Background: an optimization exercise with open tools, aiming at small area, a short achievable clock period and few clock cycles per item. Do not read the settings as production practice.
Function was checked by simulation only, so behaviour that the tests miss may differ from the original.
Power is estimated from default activity; no workload was simulated.

==> build 57 <==
Design enigma_top, start of the top module:
module enigma_top #(
    parameter int SYM_W = enigma_sym_pkg::SYM_W
) (
    input  logic                         clk,
    input  logic                         srst_n,
    input  logic                         load_i,
    input  logic                         encrypt_i,
    input  enigma_ctrl_pkg::crypt_mode_t crypt_mode_i,
    input  enigma_ctrl_pkg::table_sel_t  table_sel_i,
    input  enigma_sym_pkg::sym_t         code_i,
    output enigma_sym_pkg::sym_t         code_o,
    output logic                         code_valid_o
);
    logic                 wr_en_a;
    logic                 wr_en_b;
    enigma_sym_pkg::sym_t wr_addr;
    logic                 accept;
    enigma_ctrl ctrl_i (
        .clk         (clk),
        .srst_n      (srst_n),
        .load_i      (load_i),
        .encrypt_i   (encrypt_i),
        .table_sel_i (table_sel_i),
        .wr_en_a_o   (wr_en_a),
        .wr_en_b_o   (wr_en_b),
        .wr_addr_o   (wr_addr),
        .accept_o    (accept)
    );
    scramble_path #(
        .SYM_W (SYM_W)
    ) path_i (
        .clk          (clk),
  ...
==> module enigma_ctrl, before the edit <==
module enigma_ctrl (
    input  logic                        clk,
    input  logic                        srst_n,
    input  logic                        load_i,
    input  logic                        encrypt_i,
    input  enigma_ctrl_pkg::table_sel_t table_sel_i,
    output logic                        wr_en_a_o,
    output logic                        wr_en_b_o,
    output enigma_sym_pkg::sym_t        wr_addr_o,
    output logic                        accept_o
);
    localparam enigma_sym_pkg::sym_t LAST_IDX =
        enigma_sym_pkg::sym_t'(enigma_sym_pkg::TABLE_DEPTH - 1);
    enigma_ctrl_pkg::ctrl_state_t state_q;
    enigma_ctrl_pkg::ctrl_state_t state_d;
    enigma_sym_pkg::sym_t         wr_ptr_q;
    logic                         load_en;
    always_comb begin
        state_d = state_q;
        case (state_q)
            enigma_ctrl_pkg::ST_IDLE: begin
                if (load_i) begin
                    state_d = enigma_ctrl_pkg::ST_LOAD;
                end
            end
            enigma_ctrl_pkg::ST_LOAD: begin
                if (!load_i) begin
                    state_d = enigma_ctrl_pkg::ST_READY;
                end
            end
            default: state_d = state_q;
        endcase
    end
    always_ff @(posedge clk) begin
        if (!srst_n) begin
            state_q <= enigma_ctrl_pkg::ST_IDLE;
        end else begin
            state_q <= state_d;
        end
    end
    assign load_en   = load_i && (state_q != enigma_ctrl_pkg::ST_READY);
    assign wr_en_a_o = load_en && (table_sel_i == enigma_ctrl_pkg::SEL_ROTOR_A);
    assign wr_en_b_o = load_en && (table_sel_i == enigma_ctrl_pkg::SEL_ROTOR_B);
    assign wr_addr_o = wr_ptr_q;
    always_ff @(posedge clk) begin
        if (!srst_n) begin
            wr_ptr_q <= '0;
        end else if (wr_en_a_o || wr_en_b_o) begin
            if (wr_ptr_q == LAST_IDX) begin
                wr_ptr_q <= '0;
            end else begin
                wr_ptr_q <= wr_ptr_q + 1'b1;
            end
        end
    end
    always_ff @(posedge clk) begin
        if (!srst_n) begin
            accept_o <= 1'b0;
        end else begin
            accept_o <= encrypt_i && (state_q == enigma_ctrl_pkg::ST_READY);
        end
    end
endmodule
==> module rotor_table, before the edit <==
module rotor_table #(
    parameter int SYM_W = enigma_sym_pkg::SYM_W
) (
    input  logic                 clk,
    input  logic                 srst_n,
    input  logic                 wr_en_i,
    input  enigma_sym_pkg::sym_t wr_addr_i,
    input  enigma_sym_pkg::sym_t wr_data_i,
    input  enigma_sym_pkg::sym_t fwd_idx_i,
    output enigma_sym_pkg::sym_t fwd_o,
    input  enigma_sym_pkg::sym_t inv_val_i,
    output enigma_sym_pkg::sym_t inv_o
);
    localparam int DEPTH = 2 ** SYM_W;
    enigma_sym_pkg::sym_t mem_q [DEPTH];
    always_ff @(posedge clk) begin
        if (!srst_n) begin
            for (int i = 0; i < DEPTH; i++) begin
                mem_q[i] <= '0;
            end
        end else if (wr_en_i) begin
            mem_q[wr_addr_i] <= wr_data_i;
        end
    end
    assign fwd_o = mem_q[fwd_idx_i];
    always_comb begin
        inv_o = '0;
        for (int i = 0; i < DEPTH; i++) begin
            if (mem_q[i] == inv_val_i) begin
                inv_o = enigma_sym_pkg::sym_t'(i);
            end
        end
    end
endmodule
==> module scramble_path, before the edit <==
module scramble_path #(
    parameter int SYM_W = enigma_sym_pkg::SYM_W
) (
    input  logic                         clk,
    input  logic                         srst_n,
    input  logic                         accept_i,
    input  enigma_sym_pkg::sym_t         code_i,
    input  enigma_ctrl_pkg::crypt_mode_t crypt_mode_i,
    input  logic                         wr_en_a_i,
    input  logic                         wr_en_b_i,
    input  enigma_sym_pkg::sym_t         wr_addr_i,
    output enigma_sym_pkg::sym_t         code_o,
    output logic                         code_valid_o
);
    localparam enigma_sym_pkg::sym_t REFLECT =
        enigma_sym_pkg::sym_t'(enigma_sym_pkg::REFLECT_MAX);
    enigma_sym_pkg::sym_t         in_sym_q;
    enigma_ctrl_pkg::crypt_mode_t in_mode_q;
    enigma_sym_pkg::sym_t         sym_q;
    enigma_ctrl_pkg::crypt_mode_t mode_q;
    logic                         vld_q;
    enigma_sym_pkg::sym_t         offset_q;
    enigma_sym_pkg::sym_t a_idx;
    enigma_sym_pkg::sym_t a_fwd;
    enigma_sym_pkg::sym_t b_fwd;
    enigma_sym_pkg::sym_t refl;
    enigma_sym_pkg::sym_t b_inv;
    enigma_sym_pkg::sym_t a_inv;
    enigma_sym_pkg::sym_t result;
    enigma_sym_pkg::step_t step;
    always_ff @(posedge clk) begin
        in_sym_q  <= code_i;
        in_mode_q <= crypt_mode_i;
    end
    always_ff @(posedge clk) begin
        if (accept_i) begin
            sym_q  <= in_sym_q;
            mode_q <= in_mode_q;
        end
    end
    always_ff @(posedge clk) begin
        if (!srst_n) begin
            vld_q <= 1'b0;
        end else begin
            vld_q <= accept_i;
        end
    end
    rotor_table #(
        .SYM_W (SYM_W)
    ) rotor_a_i (
        .clk       (clk),
        .srst_n    (srst_n),
        .wr_en_i   (wr_en_a_i),
        .wr_addr_i (wr_addr_i),
        .wr_data_i (code_i),
        .fwd_idx_i (a_idx),
        .fwd_o     (a_fwd),
        .inv_val_i (b_inv),
        .inv_o     (a_inv)
    );
    rotor_table #(
        .SYM_W (SYM_W)
    ) rotor_b_i (
        .clk       (clk),
        .srst_n    (srst_n),
        .wr_en_i   (wr_en_b_i),
        .wr_addr_i (wr_addr_i),
        .wr_data_i (code_i),
        .fwd_idx_i (a_fwd),
        .fwd_o     (b_fwd),
        .inv_val_i (refl),
        .inv_o     (b_inv)
    );
    assign a_idx  = sym_q - offset_q;
    assign refl   = REFLECT - b_fwd;
    assign result = a_inv + offset_q;
    assign step = (mode_q == enigma_ctrl_pkg::MODE_DECRYPT) ? b_inv[1:0] : a_fwd[1:0];
    always_ff @(posedge clk) begin
        if (!srst_n) begin
            offset_q     <= '0;
            code_o       <= '0;
            code_valid_o <= 1'b0;
        end else begin
            code_valid_o <= vld_q;
            if (vld_q) begin
                offset_q <= offset_q + enigma_sym_pkg::sym_t'(step);
                code_o   <= result;
            end
        end
    end
endmodule
make LEC_CHECK=0 CAP_MARGIN=20 CORE_MARGIN=2 CORE_UTILIZATION=40 SLEW_MARGIN=20 finish   # period 15.0 ns
run.sh (not shown) runs the stock make flow with config.mk's settings and CLKGATE_MAP_FILE= SYNTH_SCRIPT=/design/flow/synth_recipe.tcl, a recipe that flattens the netlist after the stock synthesis.
==> inputs of build 62, as changes to build 57 <==
--- a/flow/design.v
+++ b/flow/design.v
@@ -38,8 +38,6 @@
     output enigma_sym_pkg::sym_t        wr_addr_o,
     output logic                        accept_o
 );
-    localparam enigma_sym_pkg::sym_t LAST_IDX =
-        enigma_sym_pkg::sym_t'(enigma_sym_pkg::TABLE_DEPTH - 1);
     enigma_ctrl_pkg::ctrl_state_t state_q;
     enigma_ctrl_pkg::ctrl_state_t state_d;
     enigma_sym_pkg::sym_t         wr_ptr_q;
@@ -67,21 +65,24 @@
             state_q <= state_d;
         end
     end
-    assign load_en   = load_i && (state_q != enigma_ctrl_pkg::ST_READY);
-    assign wr_en_a_o = load_en && (table_sel_i == enigma_ctrl_pkg::SEL_ROTOR_A);
-    assign wr_en_b_o = load_en && (table_sel_i == enigma_ctrl_pkg::SEL_ROTOR_B);
-    assign wr_addr_o = wr_ptr_q;
+    assign load_en = load_i && (state_q != enigma_ctrl_pkg::ST_READY);
+    always_ff @(posedge clk) begin
+        if (!srst_n) begin
+            wr_en_a_o <= 1'b0;
+            wr_en_b_o <= 1'b0;
+        end else begin
+            wr_en_a_o <= load_en && (table_sel_i == enigma_ctrl_pkg::SEL_ROTOR_A);
+            wr_en_b_o <= load_en && (table_sel_i == enigma_ctrl_pkg::SEL_ROTOR_B);
+        end
+    end
     always_ff @(posedge clk) begin
         if (!srst_n) begin
             wr_ptr_q <= '0;
         end else if (wr_en_a_o || wr_en_b_o) begin
-            if (wr_ptr_q == LAST_IDX) begin
-                wr_ptr_q <= '0;
-            end else begin
-                wr_ptr_q <= wr_ptr_q + 1'b1;
-            end
-        end
-    end
+            wr_ptr_q <= wr_ptr_q + 1'b1;
+        end
+    end
+    assign wr_addr_o = wr_ptr_q;
     always_ff @(posedge clk) begin
         if (!srst_n) begin
             accept_o <= 1'b0;
@@ -96,33 +97,17 @@
 module rotor_table #(
     parameter int SYM_W = enigma_sym_pkg::SYM_W
 ) (
-    input  logic                 clk,
-    input  logic                 srst_n,
-    input  logic                 wr_en_i,
-    input  enigma_sym_pkg::sym_t wr_addr_i,
-    input  enigma_sym_pkg::sym_t wr_data_i,
-    input  enigma_sym_pkg::sym_t fwd_idx_i,
-    output enigma_sym_pkg::sym_t fwd_o,
-    input  enigma_sym_pkg::sym_t inv_val_i,
-    output enigma_sym_pkg::sym_t inv_o
+    input  logic                            clk,
+    input  logic                            wr_en_i,
+    input  enigma_sym_pkg::sym_t            wr_addr_i,
+    input  enigma_sym_pkg::sym_t            wr_data_i,
+    output logic [2**SYM_W-1:0][SYM_W-1:0]  mem_o
 );
     localparam int DEPTH = 2 ** SYM_W;
-    enigma_sym_pkg::sym_t mem_q [DEPTH];
-    always_ff @(posedge clk) begin
-        if (!srst_n) begin
-            for (int i = 0; i < DEPTH; i++) begin
-                mem_q[i] <= '0;
-            end
-        end else if (wr_en_i) begin
-            mem_q[wr_addr_i] <= wr_data_i;
-        end
-    end
-    assign fwd_o = mem_q[fwd_idx_i];
-    always_comb begin
-        inv_o = '0;
+    always_ff @(posedge clk) begin
         for (int i = 0; i < DEPTH; i++) begin
-            if (mem_q[i] == inv_val_i) begin
-                inv_o = enigma_sym_pkg::sym_t'(i);
+            if (wr_en_i && (wr_addr_i == SYM_W'(i))) begin
+                mem_o[i] <= wr_data_i;
             end
         end
     end
@@ -144,80 +129,117 @@
     output enigma_sym_pkg::sym_t         code_o,
     output logic                         code_valid_o
 );
-    localparam enigma_sym_pkg::sym_t REFLECT =
-        enigma_sym_pkg::sym_t'(enigma_sym_pkg::REFLECT_MAX);
-    enigma_sym_pkg::sym_t         in_sym_q;
+    localparam int DEPTH = 2 ** SYM_W;
+    typedef logic [SYM_W-1:0] sym_t;
+    logic [DEPTH-1:0][SYM_W-1:0] tab_a;
+    logic [DEPTH-1:0][SYM_W-1:0] tab_b;
+    sym_t                         in_sym_q;
     enigma_ctrl_pkg::crypt_mode_t in_mode_q;
-    enigma_sym_pkg::sym_t         sym_q;
+    sym_t                         col_q [4];
+    logic [1:0]                   low_q;
     enigma_ctrl_pkg::crypt_mode_t mode_q;
-    logic                         vld_q;
-    enigma_sym_pkg::sym_t         offset_q;
-    enigma_sym_pkg::sym_t a_idx;
-    enigma_sym_pkg::sym_t a_fwd;
-    enigma_sym_pkg::sym_t b_fwd;
-    enigma_sym_pkg::sym_t refl;
-    enigma_sym_pkg::sym_t b_inv;
-    enigma_sym_pkg::sym_t a_inv;
-    enigma_sym_pkg::sym_t result;
-    enigma_sym_pkg::step_t step;
+    logic                         vld1_q;
+    sym_t                         off_base_q;
+    logic [1:0]                   step_q;
+    sym_t                         bb_q;
+    sym_t                         off2_q;
+    logic                         vld2_q;
     always_ff @(posedge clk) begin
         in_sym_q  <= code_i;
         in_mode_q <= crypt_mode_i;
-    end
-    always_ff @(posedge clk) begin
-        if (accept_i) begin
-            sym_q  <= in_sym_q;
-            mode_q <= in_mode_q;
-        end
-    end
-    always_ff @(posedge clk) begin
-        if (!srst_n) begin
-            vld_q <= 1'b0;
-        end else begin
-            vld_q <= accept_i;
-        end
     end
     rotor_table #(
         .SYM_W (SYM_W)
     ) rotor_a_i (
         .clk       (clk),
-        .srst_n    (srst_n),
         .wr_en_i   (wr_en_a_i),
         .wr_addr_i (wr_addr_i),
-        .wr_data_i (code_i),
-        .fwd_idx_i (a_idx),
-        .fwd_o     (a_fwd),
-        .inv_val_i (b_inv),
-        .inv_o     (a_inv)
+        .wr_data_i (in_sym_q),
+        .mem_o     (tab_a)
     );
     rotor_table #(
         .SYM_W (SYM_W)
     ) rotor_b_i (
         .clk       (clk),
-        .srst_n    (srst_n),
         .wr_en_i   (wr_en_b_i),
         .wr_addr_i (wr_addr_i),
-        .wr_data_i (code_i),
-        .fwd_idx_i (a_fwd),
-        .fwd_o     (b_fwd),
-        .inv_val_i (refl),
-        .inv_o     (b_inv)
-    );
-    assign a_idx  = sym_q - offset_q;
-    assign refl   = REFLECT - b_fwd;
-    assign result = a_inv + offset_q;
+        .wr_data_i (in_sym_q),
+        .mem_o     (tab_b)
+    );
+    sym_t       off_cur;
+    sym_t       u_idx;
+    logic [3:0] grp;
+    logic [3:0] grp_m1;
+    sym_t       col_d [4];
+    assign off_cur = off_base_q + sym_t'(step_q);
+    assign u_idx   = in_sym_q - off_cur;
+    assign grp     = u_idx[SYM_W-1:2];
+    assign grp_m1  = grp - 4'd1;
+    always_comb begin
+        for (int c = 0; c < 4; c++) begin
+            if (c <= u_idx[1:0]) begin
+                col_d[c] = tab_a[{grp, 2'(c)}];
+            end else begin
+                col_d[c] = tab_a[{grp_m1, 2'(c)}];
+            end
+        end
+    end
+    always_ff @(posedge clk) begin
+        for (int c = 0; c < 4; c++) begin
+            col_q[c] <= col_d[c];
+        end
+        low_q  <= u_idx[1:0];
+        mode_q <= in_mode_q;
+    end
+    logic [1:0] a_col;
+    sym_t       a_fwd;
+    sym_t       b_fwd;
+    sym_t       refl;
+    sym_t       b_inv;
+    logic [1:0] step;
+    assign a_col = low_q - step_q;
+    assign a_fwd = col_q[a_col];
+    assign b_fwd = tab_b[a_fwd];
+    assign refl  = ~b_fwd;
+    always_comb begin
+        b_inv = '0;
+        for (int j = 0; j < DEPTH; j++) begin
+            b_inv = b_inv | ({SYM_W{tab_b[j] == refl}} & sym_t'(j));
+        end
+    end
     assign step = (mode_q == enigma_ctrl_pkg::MODE_DECRYPT) ? b_inv[1:0] : a_fwd[1:0];
     always_ff @(posedge clk) begin
         if (!srst_n) begin
-            offset_q     <= '0;
-            code_o       <= '0;
+            off_base_q <= '0;
+            step_q     <= '0;
+        end else begin
+            off_base_q <= off_cur;
+            step_q     <= vld1_q ? step : 2'd0;
+        end
+    end
+    always_ff @(posedge clk) begin
+        bb_q   <= b_inv;
+        off2_q <= off_cur;
+    end
+    sym_t a_inv;
+    always_comb begin
+        a_inv = '0;
+        for (int i = 0; i < DEPTH; i++) begin
+            a_inv = a_inv | ({SYM_W{tab_a[i] == bb_q}} & sym_t'(i));
+        end
+    end
+    always_ff @(posedge clk) begin
+        code_o <= a_inv + off2_q;
+    end
+    always_ff @(posedge clk) begin
+        if (!srst_n) begin
+            vld1_q       <= 1'b0;
+            vld2_q       <= 1'b0;
             code_valid_o <= 1'b0;
         end else begin
-            code_valid_o <= vld_q;
-            if (vld_q) begin
-                offset_q <= offset_q + enigma_sym_pkg::sym_t'(step);
-                code_o   <= result;
-            end
+            vld1_q       <= accept_i;
+            vld2_q       <= vld1_q;
+            code_valid_o <= vld2_q;
         end
     end
 endmodule
==> comparison table <==
| quantity | build 62 | build 57 |
|---|---|---|
| Non-clock buffers, area share | 1.51% | 2.28% |
| Yosys reg bits | 842 | 805 |
| Simple-gate area share of the yosys netlist | 9.32% | 23.8% |
| Amount of wire on met3 after detailed routing | 12,700 um | 21,700 um |
| Synthesized area divided by synthesized cell count | 12.6 sq um | 10.1 sq um |
| Number of unique standard cell types used by synthesis | 97 | 103 |
| Total number of nets in the final design | 3,585 | 5,343 |
| Cts bufs inserted | 91 | 89 |
| Cell type with the highest occurrence count on the critical path | sky130_fd_sc_hd__or4_1 | sky130_fd_sc_hd__buf_4 |
| Register-to-Register Setup Slack | 7.86 ns | 1.32 ns |
| Slowest stage cell on the critical path | sky130_fd_sc_hd__mux4_2 | sky130_fd_sc_hd__fa_4 |
| Post-placement cell count | 4,957 | 7,099 |
| Share of post-route cells with drive strength above 1 | 11.7% | 10.1% |
| Final period utilization | 47.6% | 91.2% |
| Outcome | timing/DRC/antenna clean | timing/DRC/antenna clean |
| Power of the combinational group | 4.95 mW | 3.89 mW |
Testbench counts of build 57, summed over its fixed seeds: cycles 7,248, symbols 7,200.
Testbench counts of build 62, summed over its fixed seeds: cycles 7,272, symbols 7,200.

==> afterwards: timing with drivers on the ports <==
The results above use ideal ports. As a check the final layouts listed here were re-extracted and re-timed, cells and wires unchanged.
Step 1, drivers: a clkbuf_16 drives clk and a buf_2 each remaining input, both assumed.
Step 2 adds t to the input delays and takes it off the output delays; t is the mean of the earliest and latest rising clock arrival at the registers after step 1. Input paths then give back, and output paths get back, about the clock's delay inside the block.
Three values: ideal, step 1, step 2; two values: the first two.
| run | shift t [ns] | slack for setup (ns) | worst data-port slew with drivers (ns) |
|---|---|---|---|
| build 57 | 0.805 | 1.319 / 1.319 / 1.319 | 0.04 |
| build 62 | 0.740 | 7.864 / 7.864 / 7.864 | 0.04 |
After both steps setup and hold are still met in every run listed.
